Context: an optimization exercise on an open-source flow, tuned for small area, a short achievable clock period and few clock cycles per item. The choices shown serve that exercise and are no tape-out recipe. The RTL was checked by simulation tests, not by an equivalence proof against the original design. Power and IR drop assume default switching activity.

<file path="config.mk">
export PLATFORM = sky130hd
export DESIGN_NAME = ifft8_seq
export DESIGN_NICKNAME = ifft8_seq
export VERILOG_FILES = /design/flow/design.v
export SDC_FILE = /design/flow/constraint.sdc
export NUM_CORES = 4
export LEC_CHECK = 0
export CAP_MARGIN = 20
export CORE_MARGIN = 2
export CORE_UTILIZATION = 40
export SLEW_MARGIN = 20
</file>
<file path="constraint.sdc">
create_clock -name core_clock -period 22.0 [get_ports {clk}]
set_input_delay 4.4000 -clock core_clock [delete_from_list [all_inputs] [get_ports {clk}]]
set_output_delay 4.4000 -clock core_clock [all_outputs]
set_load 0.01 [all_outputs]
</file>
<file path="design.v">
module ifft8_seq #(
  parameter int unsigned W  = 12,
  parameter int unsigned IW = 16
) (
  input  logic                clk,
  input  logic                rst,
  input  logic                in_valid,
  output logic                in_ready,
  input  logic signed [W-1:0] in_re,
  input  logic signed [W-1:0] in_im,
  output logic                out_valid,
  input  logic                out_ready,
  output logic signed [W-1:0] out_re,
  output logic signed [W-1:0] out_im,
  output logic                out_last,
  output logic                busy
);
  localparam int unsigned PW = IW + 6;
  localparam logic signed [PW-1:0] TW_SCALE = PW'(10);
  localparam logic signed [IW-1:0] SAT_MAX  = IW'((2 ** (W - 1)) - 1);
  localparam logic signed [IW-1:0] SAT_MIN  = IW'(-(2 ** (W - 1)));
  localparam logic [3:0]           BF_LAST  = 4'd11;
  typedef enum logic [1:0] {
    ST_LOAD    = 2'd0,
    ST_COMPUTE = 2'd1,
    ST_UNLOAD  = 2'd2
  } state_t;
  state_t               r_state;
  logic [2:0]           r_in_cnt;
  logic [2:0]           r_out_cnt;
  logic [3:0]           r_bf_cnt;
  logic signed [IW-1:0] r_re [8];
  logic signed [IW-1:0] r_im [8];
  logic                 w_in_fire;
  logic [2:0]           w_ld_addr;
  logic [2:0]           w_next_idx;
  logic [1:0]           w_m;
  logic [2:0]           w_p;
  logic [2:0]           w_q;
  logic [1:0]           w_k;
  logic signed [4:0]    w_wr;
  logic signed [4:0]    w_wi;
  logic signed [IW-1:0] w_ar;
  logic signed [IW-1:0] w_ai;
  logic signed [IW-1:0] w_br;
  logic signed [IW-1:0] w_bi;
  logic signed [PW-1:0] w_pr;
  logic signed [PW-1:0] w_pi;
  logic signed [IW-1:0] w_tr;
  logic signed [IW-1:0] w_ti;
  logic signed [IW-1:0] w_a_re_n;
  logic signed [IW-1:0] w_a_im_n;
  logic signed [IW-1:0] w_b_re_n;
  logic signed [IW-1:0] w_b_im_n;
  function automatic logic signed [W-1:0] scale_sat(input logic signed [IW-1:0] v);
    logic signed [IW-1:0] sh;
    sh = v >>> 3;
    if (sh > SAT_MAX) begin
      sh = SAT_MAX;
    end else if (sh < SAT_MIN) begin
      sh = SAT_MIN;
    end
    scale_sat = sh[W-1:0];
  endfunction
  assign w_in_fire  = in_valid & in_ready;
  assign w_ld_addr  = {r_in_cnt[0], r_in_cnt[1], r_in_cnt[2]};
  assign w_next_idx = r_out_cnt + 3'd1;
  assign w_m        = r_bf_cnt[1:0];
  always_comb begin
    w_p = 3'd0;
    w_q = 3'd0;
    w_k = 2'd0;
    case (r_bf_cnt[3:2])
      2'd0: begin
        w_p = {w_m, 1'b0};
        w_q = {w_m, 1'b1};
        w_k = 2'd0;
      end
      2'd1: begin
        w_p = {w_m[1], 1'b0, w_m[0]};
        w_q = {w_m[1], 1'b1, w_m[0]};
        w_k = {w_m[0], 1'b0};
      end
      default: begin
        w_p = {1'b0, w_m};
        w_q = {1'b1, w_m};
        w_k = w_m;
      end
    endcase
  end
  always_comb begin
    w_wr = 5'sd10;
    w_wi = 5'sd0;
    case (w_k)
      2'd0: begin w_wr = 5'sd10;  w_wi = 5'sd0;  end
      2'd1: begin w_wr = 5'sd7;   w_wi = 5'sd7;  end
      2'd2: begin w_wr = 5'sd0;   w_wi = 5'sd10; end
      default: begin w_wr = -5'sd7; w_wi = 5'sd7; end
    endcase
  end
  assign w_ar = r_re[w_p];
  assign w_ai = r_im[w_p];
  assign w_br = r_re[w_q];
  assign w_bi = r_im[w_q];
  assign w_pr = PW'(w_br) * PW'(w_wr) - PW'(w_bi) * PW'(w_wi);
  assign w_pi = PW'(w_br) * PW'(w_wi) + PW'(w_bi) * PW'(w_wr);
  assign w_tr = IW'(w_pr / TW_SCALE);
  assign w_ti = IW'(w_pi / TW_SCALE);
  assign w_a_re_n = w_ar + w_tr;
  assign w_a_im_n = w_ai + w_ti;
  assign w_b_re_n = w_ar - w_tr;
  assign w_b_im_n = w_ai - w_ti;
  always_ff @(posedge clk) begin
    if (r_state == ST_LOAD && w_in_fire) begin
      r_re[w_ld_addr] <= IW'(in_re);
      r_im[w_ld_addr] <= IW'(in_im);
    end else if (r_state == ST_COMPUTE) begin
      r_re[w_p] <= w_a_re_n;
      r_im[w_p] <= w_a_im_n;
      r_re[w_q] <= w_b_re_n;
      r_im[w_q] <= w_b_im_n;
    end
  end
  always_ff @(posedge clk) begin
    if (rst) begin
      r_state   <= ST_LOAD;
      r_in_cnt  <= 3'd0;
      r_out_cnt <= 3'd0;
      r_bf_cnt  <= 4'd0;
      in_ready  <= 1'b1;
      out_valid <= 1'b0;
      out_last  <= 1'b0;
      busy      <= 1'b0;
      out_re    <= '0;
      out_im    <= '0;
    end else begin
      case (r_state)
        ST_LOAD: begin
          if (w_in_fire) begin
            r_in_cnt <= r_in_cnt + 3'd1;
            if (r_in_cnt == 3'd7) begin
              r_state  <= ST_COMPUTE;
              r_bf_cnt <= 4'd0;
              in_ready <= 1'b0;
              busy     <= 1'b1;
            end
          end
        end
        ST_COMPUTE: begin
          r_bf_cnt <= r_bf_cnt + 4'd1;
          if (r_bf_cnt == BF_LAST) begin
            r_state   <= ST_UNLOAD;
            r_out_cnt <= 3'd0;
            out_valid <= 1'b1;
            out_last  <= 1'b0;
            out_re    <= scale_sat(r_re[0]);
            out_im    <= scale_sat(r_im[0]);
          end
        end
        ST_UNLOAD: begin
          if (out_ready) begin
            if (r_out_cnt == 3'd7) begin
              r_state   <= ST_LOAD;
              r_in_cnt  <= 3'd0;
              r_out_cnt <= 3'd0;
              in_ready  <= 1'b1;
              out_valid <= 1'b0;
              out_last  <= 1'b0;
              busy      <= 1'b0;
              out_re    <= '0;
              out_im    <= '0;
            end else begin
              r_out_cnt <= w_next_idx;
              out_re    <= scale_sat(r_re[w_next_idx]);
              out_im    <= scale_sat(r_im[w_next_idx]);
              out_last  <= (w_next_idx == 3'd7);
            end
          end
        end
        default: begin
          r_state <= ST_LOAD;
        end
      endcase
    end
  end
endmodule
</file>
<file path="run.sh">
#!/bin/bash
# synth_recipe.tcl (not shown) runs the flow's synth.tcl, then flattens the netlist and writes it again
# the make line also repeats each setting of config.mk as NAME=value (left out here)
make -C /OpenROAD-flow-scripts/flow DESIGN_CONFIG=/design/flow/config.mk WORK_HOME=/design/flow/orfs CLKGATE_MAP_FILE= SYNTH_SCRIPT=/design/flow/synth_recipe.tcl finish
</file>
==> run notes <==
flip-flops by register name, indices dropped and copies added (netlist names):
signal,flops
in_ready,1
r_im,128
r_out_cnt,3
out_im,12
r_state,2
busy,1
r_re,128
out_re,12
r_in_cnt,3
out_valid,1
r_bf_cnt,4
out_last,1
per-stage QoR:
| stage | util, % | TNS (ns) |
|---|---|---|
| final | 43.7 | 0 |
| after global placement | 42.5 | 0 |
| after floorplan | - | 0 |
| after detailed placement | 42.5 | 0 |
| after CTS | 43.5 | 0 |
| after global routing | 43.7 | -0.0338 |
power groups by stage:
stage	logic, mW	registers [mW]	clock network [mW]
final	1.76	0.629	0.538
after global routing	1.90	0.629	0.563
after CTS	1.71	0.629	0.538
after detailed placement	1.70	0.641	0
after global placement	1.71	0.641	0
after floorplan	1.20	0.637	0
cells in the mapped netlist, types with 22 or more instances:
cell	instances
sky130_fd_sc_hd__inv_1	404
sky130_fd_sc_hd__nand4_1	26
sky130_fd_sc_hd__buf_1	22
sky130_fd_sc_hd__xor2_1	69
sky130_fd_sc_hd__o22a_1	27
sky130_fd_sc_hd__or3_1	22
sky130_fd_sc_hd__edfxtp_1	256
sky130_fd_sc_hd__mux4_2	116
sky130_fd_sc_hd__mux2i_1	42
sky130_fd_sc_hd__nand2_1	364
sky130_fd_sc_hd__xnor2_1	138
sky130_fd_sc_hd__o211ai_1	42
sky130_fd_sc_hd__a21oi_1	382
sky130_fd_sc_hd__fa_1	242
sky130_fd_sc_hd__o31ai_1	22
sky130_fd_sc_hd__nor4_1	23
sky130_fd_sc_hd__a21o_1	25
sky130_fd_sc_hd__nor2_1	621
sky130_fd_sc_hd__clkbuf_1	217
sky130_fd_sc_hd__o21ai_1	23
sky130_fd_sc_hd__and2_1	45
sky130_fd_sc_hd__o21ai_0	160
sky130_fd_sc_hd__a211oi_1	45
sky130_fd_sc_hd__a31oi_1	36
sky130_fd_sc_hd__a311oi_1	32
sky130_fd_sc_hd__nand2b_1	46
sky130_fd_sc_hd__mux2_2	62
sky130_fd_sc_hd__dfxtp_1	40
sky130_fd_sc_hd__nor3_1	111
sky130_fd_sc_hd__ha_1	205
sky130_fd_sc_hd__nand3_1	95
sky130_fd_sc_hd__o21bai_1	38
layer usage:
layer / global-route usage, % / vias up / wire length (microns)
met5: 0 / - / 0
met4: 8.26 / 0 / 4850
met3: 3.77 / 211 / 13200
met2: 40.7 / 1814 / 58400
met1: 37.8 / 17000 / 55700
li1: - / 16000 / -
logic make-up (layout without fill, tap and decap cells):
kind of cell,count (synthesis),after routing,synth area share [%]
simple gates,1477,1477,17.4
compound gates,1143,1143,20.1
buf+inv,676,648,6.79
fa+ha+maj,450,450,19.2
flops,296,296,21.9
mux,221,221,9.69
xor+xnor,212,212,4.93
tightest hold or removal path, stage by stage, from the launching register on:
cell and delay [ns]:
sky130_fd_sc_hd__dfxtp_1 0.31, sky130_fd_sc_hd__nand2_1 0.06, sky130_fd_sc_hd__a21oi_1 0.05
area by class of cell:
cell class	instances	share of cell area, %
inverters	405	3.61
clock buffers	35	1.80
clock inverters	19	0.539
repair buffers	189	3.71
well taps	1276	3.80
multi-input cells	3503	66.3
flip-flops and latches	296	20.2
how the worst min path moves through the flow:
stage | startpoint | to | slack [ns]
3_3_place_gp | r_out_cnt[2] | r_out_cnt[2] | 0.45
6_report | r_out_cnt[2] | r_out_cnt[2] | 0.46
3_5_place_dp | r_out_cnt[2] | r_out_cnt[2] | 0.45
4_1_cts | r_out_cnt[2] | r_out_cnt[2] | 0.46
5_1_grt | r_out_cnt[2] | r_out_cnt[2] | 0.50
2_1_floorplan | r_out_cnt[2] | r_out_cnt[2] | 0.44
timing repair:
item,4_1_cts,5_1_grt
buffers inserted,0,4
endpoints found under the setup margin,0,30
gates resized for setup,0,18
==> report_table.html <==
<table>
<tr><th>Metric</th><th>Value</th></tr>
<tr><th colspan="2">STA</th></tr>
<tr><td>Max transition margin</td><td>20.2%</td></tr>
<tr><td>Setup violation total in the final timing report</td><td>0</td></tr>
<tr><td>Number of failing hold endpoints at the final stage</td><td>0</td></tr>
<tr><td>Minimum clock period after layout</td><td>20.59 ns</td></tr>
<tr><td>Period utilization</td><td>93.6%</td></tr>
<tr><td>Final worst-path setup slack</td><td>1.41 ns</td></tr>
<tr><td>Achievable frequency</td><td>48.6 MHz</td></tr>
<tr><td>Slew of the pin with the lowest slew margin</td><td>1.18 ns</td></tr>
<tr><td>Fin Clk Skew</td><td>0.0189 ns</td></tr>
<tr><td>Number of slew-limit violations in the final report</td><td>0</td></tr>
<tr><td>Final Hold Slack</td><td>0.464 ns</td></tr>
<tr><th colspan="2">Detailed routing</th></tr>
<tr><td>Via density per instance</td><td>6.11</td></tr>
<tr><td>DR WL/cell</td><td>23.1 microns</td></tr>
<tr><td>Total DRC errors in the routed layout</td><td>0</td></tr>
<tr><td>Remaining number of nets flagged by the antenna check after routing</td><td>0</td></tr>
<tr><td>Count of TritonRoute iterations in the first routing pass</td><td>7</td></tr>
<tr><td>DRC violation total after the first TritonRoute iteration</td><td>4770</td></tr>
<tr><td>Aggregate routed wire length</td><td>132000 microns</td></tr>
<tr><td>Total vias in the final route</td><td>35000</td></tr>
<tr><th colspan="2">Finish</th></tr>
<tr><td>Area of the multi-input gates</td><td>27900 sq um</td></tr>
<tr><td>Commonest non-fill, non-tap cell in the layout</td><td>sky130_fd_sc_hd__nor2_1</td></tr>
<tr><td>Number of non-filler instances in the completed layout</td><td>5723</td></tr>
<tr><td>Area Growth Syn to Fin</td><td>8.62%</td></tr>
<tr><td>Final Net Count</td><td>4899</td></tr>
<tr><td>Number of inserted diodes</td><td>0</td></tr>
<tr><td>Share of layout cells above drive strength 1</td><td>10.9%</td></tr>
<tr><td>Layout Cell Area excl Fill</td><td>42100 sq um</td></tr>
<tr><td>Most frequent cells in the layout</td><td>sky130_fd_sc_hd__nor2_1, sky130_fd_sc_hd__inv_1, sky130_fd_sc_hd__a21oi_1</td></tr>
<tr><td>Sequential cell area in the final layout</td><td>8500 sq um</td></tr>
<tr><td>Number of fill cells in the layout</td><td>9479</td></tr>
<tr><th colspan="2">Yosys</th></tr>
<tr><td>Yosys top cell area share</td><td>19.9%</td></tr>
<tr><td>Fraction of registers with async set or reset after synthesis</td><td>0%</td></tr>
<tr><td>Number of register bits inferred by synthesis</td><td>296</td></tr>
<tr><td>Summed instance area of the synthesized netlist</td><td>38700 sq um</td></tr>
<tr><td>Number of distinct standard cells referenced by the synthesized netlist</td><td>118</td></tr>
<tr><td>Cell type with the highest aggregate area in the netlist</td><td>sky130_fd_sc_hd__edfxtp_1</td></tr>
<tr><td>Post-synth net total</td><td>4950</td></tr>
<tr><td>Synthesized area per cell</td><td>8.65 sq um</td></tr>
<tr><td>Cells after Synth</td><td>4475</td></tr>
<tr><td>Flip-flop cell with the highest count after synthesis</td><td>sky130_fd_sc_hd__edfxtp_1</td></tr>
<tr><td>Top cells by area, synth</td><td>sky130_fd_sc_hd__edfxtp_1, sky130_fd_sc_hd__fa_1, sky130_fd_sc_hd__mux4_2</td></tr>
<tr><td>Seq/Total Area, Yosys</td><td>21.9%</td></tr>
<tr><td>Number of enable-type register cells in the synthesized netlist</td><td>256</td></tr>
<tr><td>Total number of yosys warnings</td><td>1</td></tr>
<tr><th colspan="2">Clock tree</th></tr>
<tr><td>H-tree Lvls</td><td>1</td></tr>
<tr><td>Clock sink count</td><td>296</td></tr>
<tr><td>Clock edge transition at the registers on the reported setup and hold paths</td><td>0.07 ns</td></tr>
<tr><td>Clock tree from TritonCTS</td><td>yes</td></tr>
<tr><td>Clock latency reported for the late side of the worst-skew pair</td><td>0.59 ns</td></tr>
<tr><td>Hold-fix buffers, CTS</td><td>0</td></tr>
<tr><td>Number of clock buffers inserted by TritonCTS</td><td>29</td></tr>
<tr><td>Clock Tree Root</td><td>sky130_fd_sc_hd__clkbuf_16</td></tr>
<tr><td>Maximum count of clock buffers along a single path</td><td>3</td></tr>
<tr><th colspan="2">Die</th></tr>
<tr><td>Top-level I/O count</td><td>56</td></tr>
<tr><td>Die W</td><td>315 microns</td></tr>
<tr><td>CORE AREA</td><td>96300 sq um</td></tr>
<tr><td>Vertical die dimension</td><td>315 microns</td></tr>
<tr><td>Row count</td><td>114</td></tr>
<tr><td>Total die area</td><td>99300 sq um</td></tr>
<tr><td>Starting Density</td><td>40.2%</td></tr>
<tr><th colspan="2">Place</th></tr>
<tr><td>Area after DPL</td><td>40900 sq um</td></tr>
<tr><td>Number of input and output port buffers inserted</td><td>55</td></tr>
<tr><td>Routability congestion estimate</td><td>0.924</td></tr>
<tr><td>Cell count after placement</td><td>5665</td></tr>
<tr><td>Setup Slack @ Placement</td><td>1.14 ns</td></tr>
<tr><td>Detailed-placement wirelength estimate</td><td>98400 microns</td></tr>
<tr><th colspan="2">Global route</th></tr>
<tr><td>GRT overflow</td><td>0</td></tr>
<tr><td>Via count of the first global-routing pass</td><td>33200</td></tr>
<tr><td>Number of antenna violations at the first check in global routing</td><td>0</td></tr>
<tr><td>Global-route wire length before repair</td><td>203000 microns</td></tr>
<tr><td>Global router's overall resource usage</td><td>26.3%</td></tr>
<tr><td>Largest net degree at the start of global routing</td><td>53</td></tr>
<tr><th colspan="2">Setup path</th></tr>
<tr><td>Worst endpoint required time</td><td>22.42 ns</td></tr>
<tr><td>Critical path's most frequent cell</td><td>sky130_fd_sc_hd__a21oi_1</td></tr>
<tr><td>Top cell family by delay on the critical path</td><td>compound AO/OA/AOI/OAI gates</td></tr>
<tr><td>Setup Crit Path Kind</td><td>reg -&gt; reg</td></tr>
<tr><td>Critical register-to-register path endpoint</td><td>r_re[6][15]</td></tr>
<tr><td>Register-to-Register Path Depth</td><td>69</td></tr>
<tr><td>Register-to-register setup slack</td><td>1.41 ns</td></tr>
<tr><td>Launch point of the critical path</td><td>r_bf_cnt[3]</td></tr>
<tr><td>Maximum fanout along the worst path</td><td>25</td></tr>
<tr><td>Sort of element at the end of the critical path</td><td>flip-flop</td></tr>
<tr><td>CP Buf/Inv Count</td><td>6</td></tr>
<tr><td>Setup crit end</td><td>r_re[6][15]</td></tr>
<tr><td>Kind of launch point of the worst setup path</td><td>flip-flop</td></tr>
<tr><td>Cell count along the critical path</td><td>69</td></tr>
<tr><td>Delay of the slowest critical-path stage</td><td>0.62 ns</td></tr>
<tr><td>Slowest cell on the critical path</td><td>sky130_fd_sc_hd__a2111oi_2</td></tr>
<tr><td>Worst R2R Start</td><td>r_bf_cnt[3]</td></tr>
<tr><td>Data arrival time of the critical path</td><td>21.01 ns</td></tr>
<tr><th colspan="2">Power and ir drop</th></tr>
<tr><td>Net switching share of the total power</td><td>48.6%</td></tr>
<tr><td>Combinational share of power</td><td>60.1%</td></tr>
<tr><td>Power density over the cells</td><td>69.6 nW/um^2</td></tr>
<tr><td>Sw power</td><td>1.42 mW</td></tr>
<tr><td>Share of total power in sequential cells</td><td>21.5%</td></tr>
<tr><td>Design Power</td><td>2.93 mW</td></tr>
<tr><td>Worst supply voltage drop on vdd</td><td>0.240 mV</td></tr>
<tr><td>Leakage power</td><td>16.4 nW</td></tr>
<tr><td>Internal portion of total power</td><td>1.50 mW</td></tr>
<tr><td>Clock network fraction of total power</td><td>18.4%</td></tr>
<tr><th colspan="2">Flow run</th></tr>
<tr><td>Max Cap Viol</td><td>0</td></tr>
<tr><th colspan="2">Outcome</th></tr>
<tr><td>Run status</td><td>timing/DRC/antenna clean</td></tr>
<tr><th colspan="2">Worst hold path</th></tr>
<tr><td>Type of the worst min-delay path</td><td>reg -&gt; reg</td></tr>
<tr><td>Min-Delay Path Depth</td><td>2</td></tr>
</table>
Testbench counts, summed over its fixed seeds: cycles 10,752, frames 384.

-- what the ideal ports hide --
How much do the figures lean on ideal ports? The routed layout below was timed once more, with nothing changed but the port constraints.
Step 1, drivers: a clkbuf_16 drives clk and a buf_2 each remaining input, both assumed.
Step 2, shift: input delay + t, output delay - t, t = (earliest + latest rising clock arrival at the registers) / 2. This alone moves slack from input paths to output paths.
Slacks: ideal ports / drivers / drivers and shift; pairs: ideal ports / drivers.
t, ns: 0.627
setup WS [ns]: 1.409 / 1.409 / 1.409
slew at the worst register clock pin (ns): 0.07 / 0.07
worst data-port slew with drivers (ns): 0.05
cell pins on the clock port's net: 1
After both steps setup and hold are still met in this run. The setup slack of this run moves by 0.000 ns with the drivers and by 0.000 ns with both steps.
